This is an optimization exercise on Yosys and OpenROAD, whose aim is small area, a short achievable clock period and few clock cycles, not a production implementation. In this exercise RTL edits were held to simulation tests only and were not proved equivalent to the original. Power and IR drop assume default switching activity.

== v1 ==
==> flow/design.v <==
package raster_pkg;
    localparam int screen_w = 16;
    localparam int screen_h = 8;
    localparam int x_width = $clog2(screen_w);
    localparam int y_width = $clog2(screen_h);
    localparam int pixel_count = screen_w * screen_h;
    localparam int index_width = x_width + y_width;
    localparam int depth_width = 16;
    localparam int rgb565_width = 16;
    localparam logic [7:0] default_alpha = 8'h00;
    typedef struct packed {
        logic [x_width-1:0] x;
        logic [y_width-1:0] y;
    } screen_pos_t;
    typedef struct packed {
        logic [7:0] r;
        logic [7:0] g;
        logic [7:0] b;
        logic [7:0] a;
    } rgba8888_t;
    typedef struct packed {
        logic [4:0] r;
        logic [5:0] g;
        logic [4:0] b;
    } rgb565_t;
    typedef struct packed {
        logic        enable;
        screen_pos_t start_pos;
        screen_pos_t end_pos;
    } scissor_t;
    typedef struct packed {
        scissor_t               scissor;
        rgba8888_t              clear_color;
        logic [depth_width-1:0] clear_depth;
        logic                   color_write_enable;
        logic                   depth_write_enable;
    } fb_config_t;
    typedef enum logic [1:0] {
        CMD_NONE        = 2'd0,
        CMD_MEMSET      = 2'd1,
        CMD_SWAP        = 2'd2,
        CMD_MEMSET_SWAP = 2'd3
    } fb_cmd_e;
    typedef enum logic [1:0] {
        SEQ_IDLE   = 2'd0,
        SEQ_LAUNCH = 2'd1,
        SEQ_WAIT   = 2'd2
    } seq_state_e;
    function automatic logic [rgb565_width-1:0] to_rgb565(input logic [31:0] color);
        to_rgb565 = {color[31:27], color[23:18], color[15:11]};
    endfunction
    function automatic logic [31:0] from_rgb565(input logic [rgb565_width-1:0] color);
        from_rgb565 = {color[15:11], 3'b000, color[10:5], 2'b00, color[4:0], 3'b000, default_alpha};
    endfunction
endpackage
`timescale 1ns/10ps
module fb_rd_or8 (
    input  logic [7:0] pix,
    input  logic [7:0] sel,
    output logic       y
);
    assign y = |(pix & sel);
endmodule
module framebuffer_tile #(
    parameter int pixel_width = 16
)
(
    input  logic                        clk,
    input  logic [127:0]                pix_we,
    input  logic [pixel_width-1:0]      wdata,
    input  logic [127:0]                rd_hot,
    output logic [pixel_width-1:0]      rd_data
);
    logic [pixel_width-1:0] mem [128];
    for (genvar p = 0; p < 128; p++)
    begin : g_pix
        always_ff @(posedge clk)
        begin
            if (pix_we[p])
            begin
                mem[p] <= wdata;
            end
        end
    end
    logic [15:0]            or8 [pixel_width];
    logic [pixel_width-1:0] rd_sel;
    for (genvar b = 0; b < pixel_width; b++)
    begin : g_bit
        for (genvar g = 0; g < 16; g++)
        begin : g_grp
            logic [7:0] pix;
            for (genvar k = 0; k < 8; k++)
            begin : g_k
                assign pix[k] = mem[8*g+k][b];
            end
            fb_rd_or8 u (
                .pix (pix),
                .sel (rd_hot[8*g +: 8]),
                .y   (or8[b][g])
            );
        end
        assign rd_sel[b] = |or8[b];
    end
    always_ff @(posedge clk)
    begin
        rd_data <= rd_sel;
    end
endmodule
`timescale 1ns/10ps
module buffer_sequencer (
    input  logic                clk,
    input  logic                rst,
    input  logic                cmd_valid,
    input  logic [1:0]          cmd,
    input  logic                fb_swapped,
    output logic                swap_fb,
    output logic                busy,
    output logic                cmd_done
);
    logic accept;
    assign accept    = cmd_valid && !busy && (cmd != 2'd0);
    always_ff @(posedge clk)
    begin
        if (rst)
        begin
            busy     <= 1'b0;
            swap_fb  <= 1'b0;
            cmd_done <= 1'b0;
        end
        else
        begin
            swap_fb  <= accept && cmd[1];
            if (busy)
            begin
                busy     <= !fb_swapped;
                cmd_done <= fb_swapped;
            end
            else
            begin
                busy     <= accept && cmd[1];
                cmd_done <= accept && !cmd[1];
            end
        end
    end
endmodule
`timescale 1ns/10ps
module fb_backend_top (
    input  logic        clk,
    input  logic        rst,
    input  logic [64:0] cfg,
    input  logic        cmd_valid,
    input  logic [1:0]  cmd,
    input  logic        wr_valid,
    input  logic [6:0]  wr_pos,
    input  logic [31:0] wr_color,
    input  logic [15:0] wr_depth,
    input  logic        rd_valid,
    input  logic [6:0]  rd_pos,
    input  logic        fb_swapped,
    output logic        color_rd_valid,
    output logic [31:0] color_rd_data,
    output logic        depth_rd_valid,
    output logic [15:0] depth_rd_data,
    output logic        busy,
    output logic        swap_fb,
    output logic        cmd_done
);
    raster_pkg::fb_config_t  cfg_s;
    logic                    rd_v;
    logic [127:0]            pix_hit;
    logic [127:0]            color_we;
    logic [127:0]            depth_we;
    logic [127:0]            rd_hot;
    logic [15:0]             color_wdata;
    logic [15:0]             depth_wdata;
    logic [15:0]              color_rd_raw;
    assign cfg_s = cfg;
    buffer_sequencer seq (
        .clk        (clk),
        .rst        (rst),
        .cmd_valid  (cmd_valid),
        .cmd        (cmd),
        .fb_swapped (fb_swapped),
        .swap_fb    (swap_fb),
        .busy       (busy),
        .cmd_done   (cmd_done)
    );
    logic        clear_req;
    logic        color_go;
    logic        depth_go;
    logic [15:0] col_c;
    logic [15:0] col_d;
    logic [15:0] col_w;
    logic [7:0]  row_s;
    logic [7:0]  row_w;
    assign clear_req = cmd_valid && cmd[0];
    assign color_go  = !busy && cfg_s.color_write_enable;
    assign depth_go  = !busy && cfg_s.depth_write_enable;
    for (genvar x = 0; x < 16; x++)
    begin : g_x
        logic x_in;
        assign x_in     = (4'(x) >= cfg_s.scissor.start_pos.x) && (4'(x) < cfg_s.scissor.end_pos.x);
        assign col_c[x] = color_go && (!cfg_s.scissor.enable || x_in);
        assign col_d[x] = depth_go && (!cfg_s.scissor.enable || x_in);
        assign col_w[x] = wr_valid && (wr_pos[6:3] == 4'(x));
    end
    for (genvar y = 0; y < 8; y++)
    begin : g_y
        logic y_in;
        assign y_in     = (3'(y) >= cfg_s.scissor.start_pos.y) && (3'(y) < cfg_s.scissor.end_pos.y);
        assign row_s[y] = !cfg_s.scissor.enable || y_in;
        assign row_w[y] = (wr_pos[2:0] == 3'(y));
    end
    for (genvar p = 0; p < 128; p++)
    begin : g_we
        assign pix_hit[p]  = row_s[p / 16] && (clear_req || (col_w[p % 16] && row_w[p / 16]));
        assign color_we[p] = col_c[p % 16] && pix_hit[p];
        assign depth_we[p] = col_d[p % 16] && pix_hit[p];
    end
    for (genvar p = 0; p < 128; p++)
    begin : g_rd
        assign rd_hot[p] = ({rd_pos[2:0], rd_pos[6:3]} == 7'(p));
    end
    assign color_wdata = clear_req ? raster_pkg::to_rgb565(cfg_s.clear_color) : raster_pkg::to_rgb565(wr_color);
    assign depth_wdata = clear_req ? cfg_s.clear_depth : wr_depth;
    framebuffer_tile #(
        .pixel_width (16)
    ) color_tile (
        .clk     (clk),
        .pix_we  (color_we),
        .wdata   (color_wdata),
        .rd_hot  (rd_hot),
        .rd_data (color_rd_raw)
    );
    framebuffer_tile #(
        .pixel_width (16)
    ) depth_tile (
        .clk     (clk),
        .pix_we  (depth_we),
        .wdata   (depth_wdata),
        .rd_hot  (rd_hot),
        .rd_data (depth_rd_data)
    );
    always_ff @(posedge clk)
    begin
        if (rst)
        begin
            rd_v <= 1'b0;
        end
        else
        begin
            rd_v <= rd_valid && !busy;
        end
    end
    assign color_rd_data  = raster_pkg::from_rgb565(color_rd_raw);
    assign color_rd_valid = rd_v;
    assign depth_rd_valid = rd_v;
endmodule
==> flow/config.mk <==
export PLATFORM = sky130hd
export DESIGN_NAME = fb_backend_top
export DESIGN_NICKNAME = fb_backend_top
export VERILOG_FILES = /design/flow/design.v
export SDC_FILE = /design/flow/constraint.sdc
export NUM_CORES = 4
export LEC_CHECK = 0
export CAP_MARGIN = 20
export CORE_MARGIN = 2
export CORE_UTILIZATION = 40
export CTS_CLUSTER_DIAMETER = 100
export CTS_CLUSTER_SIZE = 24
export SETUP_SLACK_MARGIN = 3.0
export SLEW_MARGIN = 20
export SYNTH_HIERARCHICAL = 1
export SYNTH_MINIMUM_KEEP_SIZE = 0
==> flow/constraint.sdc <==
create_clock -name core_clock -period 6.0 [get_ports {clk}]
set_input_delay 1.2000 -clock core_clock [delete_from_list [all_inputs] [get_ports {clk}]]
set_output_delay 1.2000 -clock core_clock [all_outputs]
set_load 0.01 [all_outputs]
standard.sh (not shown) runs the stock make flow with config.mk's settings and CLKGATE_MAP_FILE= SYNTH_SCRIPT=/design/flow/synth_recipe.tcl, a recipe that flattens the netlist after the stock synthesis.
==> flow/flow/run.sh <==
#!/bin/bash
# The standard layout, with the port buffers that buffer_ports inserts made
# plain buffers (buf_4) instead of the delay cell it picks on its own; the
# resizer then sizes them like any other buffer.
set -euo pipefail
export BUFFER_PORTS_ARGS="-buffer_cell sky130_fd_sc_hd__buf_4"
bash standard.sh finish > standard.log 2>&1
Testbench counts of v1, summed over its fixed seeds: cycles 4,796.
> inputs changed (v1 -> v24)
Settings: changing CORE_UTILIZATION from 40 to 50.
==> flow/run.sh (new file) <==
#!/bin/bash
# synth_recipe.tcl (not shown) runs the flow's synth.tcl, then flattens the netlist and writes it again
# the make line also repeats each setting of config.mk as NAME=value (left out here)
make -C /OpenROAD-flow-scripts/flow DESIGN_CONFIG=/design/flow/config.mk WORK_HOME=/design/flow/orfs CLKGATE_MAP_FILE= SYNTH_SCRIPT=/design/flow/synth_recipe.tcl finish
removed: flow/flow/run.sh
removed: flow/standard.sh
[summary]
- v1 and v24 ended up with roughly the same clock-net power.
- Die size: v24 is under v1
- | maximum frequency | v24 vs v1 | worse |
- Reported for v24 and v1, count of inverters not on the clock network in the layout turned out identical to the last digit.
Changes in v5 relative to v24:
Settings: swapping 50 for 40 in CORE_UTILIZATION; swapping 3.0 for 3.2 in SETUP_SLACK_MARGIN.
==> flow/flow/run.sh (new file) <==
#!/bin/bash
# The standard layout, with the port buffers that buffer_ports inserts made
# plain buffers (buf_4) instead of the delay cell it picks on its own; the
# resizer then sizes them like any other buffer.
set -euo pipefail
export BUFFER_PORTS_ARGS="-buffer_cell sky130_fd_sc_hd__buf_4"
bash standard.sh finish > standard.log 2>&1
==> flow/standard.sh (new file) <==
#!/bin/bash
# synth_recipe.tcl (not shown) runs the flow's synth.tcl, then flattens the netlist and writes it again
# the make line also repeats each setting of config.mk as NAME=value (left out here)
make -C /OpenROAD-flow-scripts/flow DESIGN_CONFIG=/design/flow/config.mk WORK_HOME=/design/flow/orfs CLKGATE_MAP_FILE= SYNTH_SCRIPT=/design/flow/synth_recipe.tcl "${@:-finish}"
removed: flow/run.sh
[summary]
- The run showing the greater period utilization is v24.
- Diff v24 -> v5: global-route wire length before repair went up by 3.7%; number of nets at the end of the flow went up by about 1.1%.
- Per-cell routed wire length, v5 vs v24: down slightly
- v5: placement-stage worst setup slack is 820 ps higher than what v24 reported.
- Re count of placed standard cells including taps: v24 and v5 aren't equal, and the lower value belongs to v24.
- Comparing total routing usage reported by global routing for v24 and v5, the bigger number came from v24.
- Diff v5..v24 | share of power burned in the clock network | negligible
- Diff v24 -> v5: power rose by about 0.6%, clock latency on the worst-skew pair stayed essentially flat.
Setup changes, v5 to v21
==> flow/run.sh (new file) <==
#!/bin/bash
# synth_recipe.tcl (not shown) runs the flow's synth.tcl, then flattens the netlist and writes it again
# the make line also repeats each setting of config.mk as NAME=value (left out here)
make -C /OpenROAD-flow-scripts/flow DESIGN_CONFIG=/design/flow/config.mk WORK_HOME=/design/flow/orfs CLKGATE_MAP_FILE= SYNTH_SCRIPT=/design/flow/synth_recipe.tcl finish
removed: flow/flow/run.sh
removed: flow/standard.sh
### Flow results
- Delta(placed cell count, v21 - v5) > 0
- Worst reg-to-reg path cell count, v5 and v21: lower on v5
- Cmp v21 vs v5: final critical-path setup slack higher in v21
- v21 vs v5: power up

re-timing with driven ports:
Ports are ideal in the flow. The routed layouts listed here were re-timed in OpenROAD. Step 1: set_driving_cell puts a clkbuf_16 on clk and a buf_2 on each other input, an assumption about the parent block. Step 2, shift: input delay + t, output delay - t, t = (earliest + latest rising clock arrival at the registers) / 2. This alone moves slack from input paths to output paths. a / b / c = ideal / step 1 / step 2; a / b = the first two.
| run | shift t [ns] | setup WS [ns] | worst register clock-pin slew, ns | worst slew at a driven data input, ns |
|---|---|---|---|---|
| v1 | 1.015 | 2.870 / 2.786 / 1.771 | 0.10 / 0.10 | 0.24 |
| v24 | 1.020 | 2.773 / 2.788 / 1.768 | 0.10 / 0.10 | 0.18 |
| v5 | 1.040 | 2.907 / 2.924 / 1.884 | 0.10 / 0.10 | 0.22 |
| v21 | 1.060 | 3.037 / 3.093 / 2.032 | 0.10 / 0.10 | 0.20 |
After both steps setup and hold are still met in every run listed. The setup slack of v1, which loses most, moves by -0.084 ns with the drivers and by -1.099 ns with both steps.
